This is an optimization exercise on Yosys and OpenROAD, whose aim is small area, a short achievable clock period and few clock cycles per item, not a production implementation.
In this exercise RTL edits were held to simulation tests only and were not proved equivalent to the original.

==> flow/design.v, too long to show whole: its modules and the start of the top module <==
// module fan_speed_controller_top: 1183 lines
module fan_speed_controller_top (
    input  logic        i_clk,
    input  logic        i_rst_n,
    input  logic        psel,
    input  logic        penable,
    input  logic        pwrite,
    input  logic [4:0]  paddr,
    input  logic [31:0] pwdata,
    output logic [31:0] prdata,
    output logic        pready,
    input  logic        i_s_tvalid,
    output logic        o_s_tready,
    input  logic [23:0] i_s_tdata,
    output logic        o_m_tvalid,
    input  logic        i_m_tready,
    output logic [39:0] o_m_tdata
);
  // ...
==> flow/flow/run.sh <==
#!/bin/bash
# Standard synthesis, then an inverter-pushing pass over the full adders of
# the mapped netlist (flow/invpush.py), then the standard layout from there,
# with plain buffers (not delay buffers) as the port buffers and no dummy
# loads in the clock tree.
set -e
set -o pipefail
cp standard.sh standard_sh_copy.log
bash standard.sh synth > synth_run.log 2>&1
RES=$(dirname "$(find orfs/results -name 1_2_yosys.v | head -1)")
cp "$RES/1_2_yosys.v" 1_2_yosys_standard.v.log
python3 flow/invpush.py 1_2_yosys_standard.v.log 1500 > invpush_out.v 2> invpush.log
cp invpush_out.v "$RES/1_2_yosys.v"
rm -f "$RES/1_synth.odb" "$RES/1_synth.sdc"
sed 's/"\${@:-finish}"/"BUFFER_PORTS_ARGS=-buffer_cell sky130_fd_sc_hd__buf_2" "CTS_ARGS=-sink_clustering_enable -repair_clock_nets -dont_use_dummy_load -sink_clustering_size 30 -sink_clustering_max_diameter 70" "${@:-finish}"/' standard.sh > standard_ports.sh
cp standard_ports.sh standard_ports_sh_copy.log
bash standard_ports.sh finish > finish_run.log 2>&1
==> flow/flow/invpush.py <==
#!/usr/bin/env python3
# Removes inverters around full-adder cells in a mapped sky130 netlist.
# A full adder is self-dual: fa(~a, ~b, ~c) = (~cout, ~sum). Each fa cell may
# be "flipped" (all three inputs and both outputs complemented); the pass picks
# flips that reduce the number of inverters, then rebuilds the inverters that
# are still needed (one per signal and polarity). Registers are not touched.
import re
import sys
from collections import defaultdict

src = open(sys.argv[1]).read()

inst_re = re.compile(r'^  (sky130_fd_sc_hd__\w+)\s+(\S+(?: )?)\s*\((.*?)\);\n', re.S | re.M)
pin_re = re.compile(r'\.(\w+)\(\s*(.*?)\s*\)(?=\s*(?:,|$))', re.S)

OUT_PINS = {'X', 'Y', 'Q', 'Q_N', 'SUM', 'COUT', 'HI', 'LO'}

cells = []
for m in inst_re.finditer(src):
    typ, name, body = m.group(1), m.group(2), m.group(3)
    pins = [(p, n.strip()) for p, n in pin_re.findall(body)]
    cells.append(dict(typ=typ, name=name, pins=pins, span=m.span()))

# module ports
hdr = re.search(r'module\s+\S+\s*\((.*?)\);', src, re.S)
ports = set()
for m in re.finditer(r'^\s*(input|output)\s+(\[[^\]]*\]\s*)?(.*?);', src, re.M):
    for n in m.group(3).split(','):
        ports.add(n.strip())

def base(net):
    n = net.strip()
    if n.startswith('\\'):
        return n
    return re.sub(r'\[\d+\]$', '', n)

# assigns count as loads of their right-hand side
assign_loads = []
for m in re.finditer(r'^\s*assign\s+(.*?)\s*=\s*(.*?)\s*;', src, re.M):
    assign_loads.append(m.group(2).strip())

driver = {}
for i, c in enumerate(cells):
    for p, n in c['pins']:
        if p in OUT_PINS:
            driver[n] = (i, p)

def is_inv(c):
    return re.match(r'sky130_fd_sc_hd__(inv|clkinv)_\d+$', c['typ']) is not None

def is_fa(c):
    return re.match(r'sky130_fd_sc_hd__fa_\d+$', c['typ']) is not None

pin_of = lambda c, p: dict(c['pins'])[p]

# inverters we may remove: output is not a port and not used by an assign
removable = set()
for i, c in enumerate(cells):
    if is_inv(c):
        y = pin_of(c, 'Y')
        if base(y) in ports or y in assign_loads:
            continue
        removable.add(i)

memo = {}
def resolve(net):
    if net in memo:
        return memo[net]
    d = driver.get(net)
    if d is not None and d[0] in removable:
        r, pol = resolve(pin_of(cells[d[0]], 'A'))
        res = (r, pol ^ 1)
    else:
        res = (net, 0)
    memo[net] = res
    return res

fa_idx = [i for i, c in enumerate(cells) if is_fa(c)]
fa_of_root = {}
for i in fa_idx:
    for p, n in cells[i]['pins']:
        if p in ('SUM', 'COUT'):
            fa_of_root[n] = i

# loads: (cell index, pin, root, pol)
loads = []
for i, c in enumerate(cells):
    if i in removable:
        continue
    for p, n in c['pins']:
        if p in OUT_PINS:
            continue
        r, pol = resolve(n)
        loads.append((i, p, r, pol))

x = defaultdict(int)   # flip per fa cell index
fa_set = set(fa_idx)

by_root = defaultdict(list)
for k, (i, p, r, pol) in enumerate(loads):
    by_root[r].append(k)

def need(k):
    i, p, r, pol = loads[k]
    v = pol
    if i in fa_set:
        v ^= x[i]
    f = fa_of_root.get(r)
    if f is not None:
        v ^= x[f]
    return v

def root_cost(r):
    ks = by_root[r]
    return 1 if any(need(k) for k in ks) else 0

# roots touched by a flip of fa i: its input roots and its output roots
touch = {}
for i in fa_idx:
    rs = set()
    for p, n in cells[i]['pins']:
        if p in OUT_PINS:
            rs.add(n)
        else:
            rs.add(resolve(n)[0])
    touch[i] = rs

def total():
    return sum(root_cost(r) for r in by_root)

before = total()
changed = True
it = 0
while changed and it < 50:
    changed = False
    it += 1
    for i in fa_idx:
        rs = touch[i]
        c0 = sum(root_cost(r) for r in rs)
        x[i] ^= 1
        c1 = sum(root_cost(r) for r in rs)
        if c1 < c0:
            changed = True
        else:
            x[i] ^= 1
# escape local minima: random restarts of single/pair flips, keep the best
import random
rng = random.Random(1)
best = total()
bestx = dict(x)
for rnd in range(int(sys.argv[2]) if len(sys.argv) > 2 else 0):
    i = rng.choice(fa_idx)
    rs = set(touch[i])
    # flip i and its fa neighbours that share a root, then re-settle greedily
    grp = [i] + [fa_of_root[r] for r in touch[i] if r in fa_of_root and rng.random() < 0.5]
    for g in grp:
        x[g] ^= 1
    changed = True
    while changed:
        changed = False
        for j in fa_idx:
            r2 = touch[j]
            c0 = sum(root_cost(r) for r in r2)
            x[j] ^= 1
            c1 = sum(root_cost(r) for r in r2)
            if c1 < c0:
                changed = True
            else:
                x[j] ^= 1
    t = total()
    if t < best:
        best = t
        bestx = dict(x)
    else:
        x.clear()
        x.update(bestx)
after = total()

# rebuild: every load pin gets the root net or its complement
neg_net = {}
new_cells = []
def neg(r):
    if r not in neg_net:
        k = len(neg_net)
        nn = 'ipush_n%d' % k
        neg_net[r] = nn
        ra = r + ' ' if r.startswith('\\') else r
        new_cells.append('  sky130_fd_sc_hd__inv_1 ipush_i%d (\n    .A(%s),\n    .Y(%s)\n  );\n' % (k, ra, nn))
    return neg_net[r]

newpins = {}
for k, (i, p, r, pol) in enumerate(loads):
    newpins[(i, p)] = neg(r) if need(k) else r

out = []
last = 0
for i, c in enumerate(cells):
    s, e = c['span']
    out.append(src[last:s])
    last = e
    if i in removable:
        continue
    parts = []
    for p, n in c['pins']:
        nn = newpins.get((i, p), n)
        if nn.startswith('\\'):
            nn = nn + ' '
        parts.append('    .%s(%s)' % (p, nn))
    out.append('  %s %s (\n%s\n  );\n' % (c['typ'], c['name'].strip() + (' ' if c['name'].startswith('\\') else ''), ',\n'.join(parts)))
tail = src[last:]
decl = ''.join('  wire %s;\n' % nn for nn in neg_net.values())
tail = tail.replace('endmodule', ''.join(new_cells) + 'endmodule', 1)
out.append(tail)
res = ''.join(out)
h = hdr.end()
res = res[:h] + '\n' + decl + res[h:]
sys.stdout.write(res)
sys.stderr.write('invpush: %d fa cells, %d flipped, %d removable inverters, %d inverters after (cost %d -> %d)\n'
                 % (len(fa_idx), sum(x[i] for i in fa_idx), len(removable), len(neg_net), before, after))
==> flow/standard.sh <==
#!/bin/bash
# synth_recipe.tcl (not shown) runs the flow's synth.tcl, then flattens the netlist and writes it again
# the make line also repeats each setting of config.mk as NAME=value (left out here)
make -C /OpenROAD-flow-scripts/flow DESIGN_CONFIG=/design/flow/config.mk WORK_HOME=/design/flow/orfs CLKGATE_MAP_FILE= SYNTH_SCRIPT=/design/flow/synth_recipe.tcl "${@:-finish}"
==> flow/config.mk <==
export PLATFORM = sky130hd
export DESIGN_NAME = fan_speed_controller_top
export DESIGN_NICKNAME = fan_speed_controller_top
export VERILOG_FILES = /design/flow/design.v
export SDC_FILE = /design/flow/constraint.sdc
export NUM_CORES = 4
export LEC_CHECK = 0
export ABC_AREA = 1
export CAP_MARGIN = 20
export CORE_MARGIN = 2
export CORE_UTILIZATION = 40
export SETUP_SLACK_MARGIN = 4.6
export SLEW_MARGIN = 20
==> flow/constraint.sdc <==
create_clock -name core_clock -period 10.0 [get_ports {i_clk}]
set_input_delay 2.0000 -clock core_clock [delete_from_list [all_inputs] [get_ports {i_clk}]]
set_output_delay 2.0000 -clock core_clock [all_outputs]
set_load 0.01 [all_outputs]
==> results.py, run 1 <==
metrics = {
    "hold_path": {
        "hold_path.class": "reg -> reg",
    },
    "cells_and_area": {
        "n_fill_cell": 12095,
        "drive_gt1_share_pct": 7.613,
        "n_antenna_cell": 0,
        "largest_register_ffs": 35,
        "multi_input_area_um2": 31630,
        "final_area_um2": 53980,
        "clock_area_share_pct": 2.271,
        "inverters": 822,
        "multi_input_area_share_pct": 58.60,
    },
    "setup_path": {
        "reg2reg_from": "r_u[19]$_SDFFE_PN1P_",
        "path_cells": "inv_1 > fa_1 > fa_1 > fa_1 > fa_1 > inv_1 > ha_1 > nand2_1 > nor2_1 > nand2_1 > nor3_2 > nand2_1 > nand4_1 > buf_4 > nand2_1 > nand2_1 > nand2_1 > nand2_1 > xor2_1 > nand2_1 > nand2_1",
        "slowest_stage": "fa_1",
        "critPathRequiredTime_ns": 10.51,
        "crit_top_cell": "nand2_1",
        "reg2reg_to": "r_u[24]$_SDFFE_PN1P_",
        "endpoint": "r_u[24]$_SDFFE_PN1P_",
        "reg2reg_slack_ns": 4.79,
    },
    "clocking": {
        "cts_resized": 42,
        "cts_hold_buf": 0,
        "cts_sinks": 563,
    },
    "sta": {
        "tightestPinTransition_ns": 1.111,
        "holdWs_ns": 0.3500,
        "grt_setup_unrepaired": "true",
        "fin_crit_ns": 5.209,
        "worst_slack_ns": 4.791,
    },
    "route": {
        "routedWlPerCell_um": 20.30,
        "vias": 41308,
        "drt-total-wl_um": 154300,
    },
    "global_route": {
        "grt_pass1_wl_um": 233500,
        "grt_use_met1_pct": 31.75,
        "grtUsageMet2_pct": 39.96,
    },
    "placement": {
        "hpwl_um": 121500,
        "dp_slack_ns": 2.892,
    },
    "outcome": {
        "status": "no timing/DRC/antenna violations",
    },
    "synth": {
        "avgSynthCellArea_um2": 8.438,
    },
    "die": {
        "coreArea_um2": 122000,
    },
}
Testbench counts, summed over its fixed seeds: cycles 13,664, items 12,800.
==> run 2: changes to the inputs <==
--- a/flow/design.v
+++ b/flow/design.v
@@ -1094,22 +1094,20 @@
     always_ff @(posedge i_clk) begin
         if (adv) begin
             r_rem <= rem2;
             r_quo <= quo2;
             if (div_load) r_sat <= (r_p[30:12] >= dv);
         end
     end
     logic ge_high9, gt_high9, gt_on9, lt_off9, gt_on10, lt_off10;
-    logic [19:0] dh8;
-    assign dh8 = 20'(fi8) - 20'(r_high_temp);
     always_ff @(posedge i_clk) begin
         if (adv) begin
-            ge_high9 <= ~dh8[19];
-            gt_high9 <= ~dh8[19] & (dh8 != 20'd0);
+            ge_high9 <= !(fi8 < r_high_temp);
+            gt_high9 <= fi8 > r_high_temp;
             gt_on9   <= fi8 > r_on_temp;
             lt_off9  <= fi8 < r_off_temp;
             gt_on10  <= gt_on9;
             lt_off10 <= lt_off9;
         end
     end
     logic [11:0] lv, lv_base, ramp_lvl, r_ramp;
     logic [12:0] lv_c;
==> run 2 against run 1 <==
Still clean. Via count down 1.6%. Clock skew down 0.049 ns. Setup slack worse by 0.017 ns. Die area down 1.1%. Register-to-register slack worse by 0.02 ns. Sequential cell count unchanged. Hold slack better by 0.0061 ns. Largest cell class unchanged.
==> results.py, run 2 <==
metrics = {
    "sta": {
        "holdWs_ns": 0.3561,
        "setup_viol": 0,
        "tns_ns": 0,
        "skew_ns": 0.07954,
        "finalHoldViolations": 0,
        "tightestPinTransition_ns": 1.116,
        "fmax_mhz": 191.4,
        "period_share_pct": 52.26,
        "slew_headroom_pct": 25.05,
        "fin_crit_ns": 5.226,
        "slew_viol_final": 0,
        "grt_setup_unrepaired": "false",
    },
    "placement": {
        "place_inst": 7408,
        "gp_congestion": 0.9607,
        "portBuffers": 115,
        "hpwl_um": 121000,
    },
    "cells_and_area": {
        "final_cell_mix": "nand2_1, inv_1, a21oi_1, ha_1, fa_1",
        "stdcell_count": 7545,
        "synthToLayoutAreaGrowth_pct": 9.356,
        "largest_registers": "r_u (35), r_p (31), r_tu (31)",
        "layout_commonest_cell": "nand2_1",
        "nNetsFinal": 6818,
        "drive_gt1_share_pct": 7.400,
        "largest_register_ffs": 35,
        "regMostFlops": "r_u",
    },
    "global_route": {
        "antenna_found_initial": 4,
        "grt_max_degree": 83,
        "grt_pass1_wl_um": 232100,
        "track_usage_pct": 24.00,
        "grt_pass1_vias": 38877,
        "grt.overflow.total": 0,
    },
    "clocking": {
        "cts_tree": "done",
        "clkLatencyLatePin_ns": 0.66,
        "cts_sinks": 563,
        "clk_path_buf_depth": 3,
        "cts.clk_slew.worst_paths_ns": 0.10,
        "cts_made_buffers": 42,
        "root_buffer": "clkbuf_16",
        "h-tree-depth": 2,
    },
    "synth": {
        "yosys_warnings": 1,
        "synth_cells": 5792,
        "avgSynthCellArea_um2": 8.427,
        "netlist_area_um2": 48810,
    },
    "route": {
        "routedWlPerCell_um": 20.24,
        "via_per_inst": 5.388,
        "drt_iter0_drc": 3653,
        "drc": 0,
        "vias": 40650,
        "firstDrtPassIters": 6,
        "antenna_left": 0,
        "drt-total-wl_um": 152700,
    },
    "setup_path": {
        "path_cells": "inv_1 > fa_1 > fa_1 > fa_1 > fa_1 > inv_1 > ha_1 > inv_1 > o21bai_1 > a31oi_1 > o21ai_0 > a21oi_1 > nand3_1 > xor2_1 > nand2_1 > o211ai_1",
        "critical_path_arrival_ns": 5.66,
        "crit_type": "reg -> reg",
        "reg2reg_to": "r_u[23]$_SDFFE_PN1P_",
        "cp-start-kind": "flop",
        "reg2reg_slack_ns": 4.77,
        "slowest_stage": "dfxtp_1",
        "critical_path_buf_inv_count": 3,
        "reg2reg_from": "r_u[31]$_SDFFE_PN0P_",
        "critical_path.top_delay_family": "adder cells",
        "crit_top_cell": "fa_1",
        "r2r_cells": 16,
        "slowest_delay_ns": 0.72,
        "cp-end-kind": "flop",
        "critPathRequiredTime_ns": 10.44,
        "crit_fanout": 8,
    },
    "die": {
        "fp-row-count": 128,
        "die_h_um": 353.3,
        "die_x_um": 353.3,
        "start_util_pct": 40.21,
        "coreArea_um2": 121400,
        "io_pins": 143,
        "die_area_um2": 124800,
    },
    "outcome": {
        "status": "no timing/DRC/antenna violations",
    },
    "run": {
        "maxCapViolations": 0,
    },
    "hold_path": {
        "min_to": "fi6[17]$_DFFE_PN_",
        "holdPathStages": 0,
        "min_from": "fi5[17]$_DFFE_PN_",
        "hold_path.class": "reg -> reg",
    },
}
run 2: cell type report:
cell class	instances	area [µm²]
clock buffer	42	1051
tap	1625	2033
timing repair inverter	4	25.02
multi-input combinational	4218	31030
antenna	1	2.502
sequential	563	14380
timing repair buffer	232	1544
fill	12201	68020
inverter	860	3318
run 2: per-stage QoR:
stage	util (%)	area [µm²]	worst slack [ns]
2_1_floorplan	-	48850	4.845
3_3_place_gp	41.97	50950	2.690
3_5_place_dp	41.97	50950	2.677
4_1_cts	43.28	52540	4.622
5_1_grt	43.97	53370	4.560
6_report	43.97	53380	4.774
run 2: how the worst max path moves through the flow:
stage                                    start                    to  slack [ns]  cells after the start
after floorplan                     i_m_tready            o_s_tready        4.85                      3
after global placement         k5$_SDFFE_PN0N_   r_rem[11]$_DFFE_PN_        2.69                     29
after detailed placement       k5$_SDFFE_PN0N_   r_rem[10]$_DFFE_PN_        2.68                     29
after CTS                      k5$_SDFFE_PN0N_   r_rem[11]$_DFFE_PN_        4.62                     34
after global routing       r_u[6]$_SDFFE_PN0P_  r_u[13]$_SDFFE_PN0P_        4.56                     21
final                     r_u[31]$_SDFFE_PN0P_  r_u[23]$_SDFFE_PN1P_        4.77                     16
run 2: routing by layer:
metal	GRT usage, %	part of all wire (%)	up-vias	wire (µm)
met2	37.62	44	1433	67690
met5	0	0	-	0
met4	8.809	4.0	0	6070
met3	3.142	7.2	256	10940
met1	33.85	45	19463	67980
li1	-	-	19498	-
run 2: timing repair:
action | CTS | global route
endpoints found under the setup margin | 65 | 70
hold buffers | 0 | 0
pin swaps | 10 | 17
buffers inserted | 32 | 53
resized for setup | 60 | 99
cloned | 7 | 2
Testbench counts of run 2, summed over its fixed seeds: cycles 13,664, items 12,800.
==> run 3: changes to the inputs <==
--- a/flow/config.mk
+++ b/flow/config.mk
@@ -9,5 +9,5 @@
 export CAP_MARGIN = 20
 export CORE_MARGIN = 2
 export CORE_UTILIZATION = 40
-export SETUP_SLACK_MARGIN = 4.6
+export SETUP_SLACK_MARGIN = 4.8
 export SLEW_MARGIN = 20
==> run 3 against run 2 <==
Still clean. Clock skew down 0.019 ns. Maximum frequency is 1.6% higher. Synthesized area about the same. Final cell count is 1.4% higher. Hold slack gained 0.033 ns. Non-clock buffer count rose by 92. Final area rose by 2.6%. Count of clock-buffer cells in the layout is the same. Sequential cell count did not move. Highest routed layer is now met5.
==> results.py, run 3 <==
metrics = {
    "setup_path": {
        "cp_num_cells": 17,
        "slowest_stage": "fa_1",
        "crit_top_cell": "fa_1",
        "critical_path_arrival_ns": 5.49,
        "crit_type": "reg -> reg",
        "path_cells": "clkinvlp_4 > buf_4 > o22ai_1 > xor2_1 > fa_1 > inv_1 > fa_1 > fa_1 > fa_1 > ha_2 > a21oi_1 > inv_1 > a21oi_1 > o21ai_1 > a221oi_1 > nand2_1 > xor2_1",
        "critPathRequiredTime_ns": 10.35,
        "cp-start-kind": "flop",
        "critical_path.top_delay_family": "adder cells",
        "reg2reg_from": "r_x[9]$_DFFE_PN_",
        "crit_fanout": 8,
        "r2r_cells": 17,
        "slowest_delay_ns": 0.58,
        "critical_path_buf_inv_count": 4,
        "cp-end-kind": "flop",
        "crit_start": "r_x[9]$_DFFE_PN_",
    },
    "sta": {
        "setup_viol": 0,
        "tightestPinTransition_ns": 0.9795,
        "tns_ns": 0,
        "slew_viol_final": 0,
        "finalHoldViolations": 0,
        "fmax_mhz": 194.5,
        "skew_ns": 0.06102,
        "period_share_pct": 51.42,
        "slew_headroom_pct": 34.70,
        "grt_setup_unrepaired": "true",
        "fin_crit_ns": 5.142,
        "worst_slack_ns": 4.858,
    },
    "run": {
        "maxCapViolations": 0,
    },
    "route": {
        "routedWlPerCell_um": 19.93,
        "via_per_inst": 5.377,
        "firstDrtPassIters": 6,
        "drt_iter0_drc": 3852,
        "drc": 0,
        "antenna_left": 0,
        "drt-total-wl_um": 152600,
        "vias": 41152,
    },
    "cells_and_area": {
        "layout_commonest_cell": "nand2_1",
        "largest_register_ffs": 35,
        "post-route-util_pct": 45.06,
        "largest_registers": "r_u (35), r_p (31), r_tu (31)",
        "drive_gt1_share_pct": 10.34,
        "final_area_um2": 54780,
        "nNetsFinal": 6925,
        "regMostFlops": "r_u",
        "final_cell_mix": "nand2_1, inv_1, a21oi_1, ha_1, fa_1",
        "synthToLayoutAreaGrowth_pct": 12.15,
    },
    "global_route": {
        "grt_max_degree": 82,
        "grt.overflow.total": 0,
        "track_usage_pct": 23.54,
        "antenna_found_initial": 8,
        "grt_pass1_vias": 39263,
        "grt_pass1_wl_um": 229600,
    },
    "placement": {
        "dpl_cell_area_um2": 50940,
        "dp_slack_ns": 2.632,
        "hpwl_um": 119700,
        "gp_congestion": 1.005,
        "portBuffers": 115,
    },
    "die": {
        "die_h_um": 353.4,
        "die_x_um": 353.4,
        "io_pins": 143,
        "coreArea_um2": 121600,
        "die_area_um2": 124900,
        "start_util_pct": 40.18,
        "fp-row-count": 128,
    },
    "synth": {
        "netlist_area_um2": 48840,
        "avgSynthCellArea_um2": 8.420,
        "synth_cells": 5801,
        "yosys_warnings": 1,
    },
    "hold_path": {
        "hold_path.class": "reg -> reg",
        "min_from": "fi7[18]$_DFFE_PN_",
        "holdPathStages": 0,
    },
    "clocking": {
        "clkLatencyLatePin_ns": 0.62,
        "cts.clk_slew.worst_paths_ns": 0.11,
        "cts_hold_buf": 0,
        "clk_path_buf_depth": 3,
        "cts_sinks": 563,
        "h-tree-depth": 2,
        "cts_made_buffers": 42,
        "cts_tree": "done",
        "root_buffer": "clkbuf_16",
    },
    "outcome": {
        "status": "no timing/DRC/antenna violations",
    },
}
## run 3: changes by cell type in the layout (fill, tap and decap cells not counted), sizes merged
cell      before   now
buf          230   319
bufbuf         1     2
clkbuf        43    45
clkinvlp      26    50
diode          1     3
inv          838   829
nand2       1072  1073
nand3        236   235
## run 3: final timing paths
path                             to  slack (ns)
hold reg to reg   fi8[18]$_DFFE_PN_        0.39
setup reg to reg  r_p[23]$_DFFE_PN_        4.86
hold / removal    fi8[18]$_DFFE_PN_        0.39
setup / recovery  r_p[23]$_DFFE_PN_        4.86
## run 3: metal layers
layer / share of wire [%] / GRT usage, % / up-vias
met5: 0.022 / 0 / -
met2: 45 / 38.35 / 1506
met1: 44 / 32.67 / 19664
li1: - / - / 19712
met4: 3.3 / 6.485 / 6
met3: 7.5 / 3.366 / 264
## run 3: final cells by class
| cell class | count | area [µm²] |
|---|---|---|
| Antenna cell | 3 | 7.507 |
| Clock buffer | 42 | 1051 |
| Fill cell | 11818 | 66780 |
| Inverter | 869 | 3430 |
| Multi-Input combinational cell | 4218 | 31390 |
| Sequential cell | 563 | 14400 |
| Tap cell | 1625 | 2033 |
| Timing Repair Buffer | 324 | 2406 |
| Timing Repair inverter | 10 | 67.56 |
## run 3: per-stage QoR
| step | cells | hold WS (ns) |
|---|---|---|
| 6_report | 7654 | 0.3893 |
| 5_1_grt | 7651 | 0.3943 |
| 4_1_cts | 7510 | 0.3914 |
| 3_5_place_dp | 7411 | 0.4045 |
| 3_3_place_gp | 7411 | 0.4008 |
| 2_1_floorplan | 5806 | 0.4003 |
## run 3: repair_timing
action,CTS,global route
cloned,9,9
pin swaps,10,52
hold endpoints to repair,0,0
resized for setup,93,218
setup buffers,48,132
endpoints found under the setup margin,67,68

port drivers added, routing unchanged:
No port has a modelled driver above. Below, the same layouts with a new extraction and two added sets of constraints. Step 1 (the two cells are an assumption about what drives the block):
set clk [get_ports {i_clk}]
set_driving_cell -lib_cell sky130_fd_sc_hd__clkbuf_16 $clk
set_driving_cell -lib_cell sky130_fd_sc_hd__buf_2 [delete_from_list [all_inputs] $clk]
Step 2 moves the port delays by t, midway between the first and last clock arrival at a register: inputs arrive t later, outputs are due t later. That takes back most of the time a late clock gives input paths. a / b / c = ideal ports / drivers / drivers and shift; a / b = the first two.
run | shift t [ns] | slack for setup (ns) | worst register clock-pin slew, ns | worst data-port slew with drivers (ns) | pins driven straight from the clock port
run 1 | 0.699 | 4.791 / 4.791 / 4.791 | 0.11 / 0.11 | 0.04 | 1
run 2 | 0.682 | 4.774 / 4.774 / 4.774 | 0.11 / 0.11 | 0.07 | 1
run 3 | 0.666 | 4.858 / 4.858 / 4.858 | 0.11 / 0.11 | 0.26 | 1
After both steps every run listed still meets setup and hold.
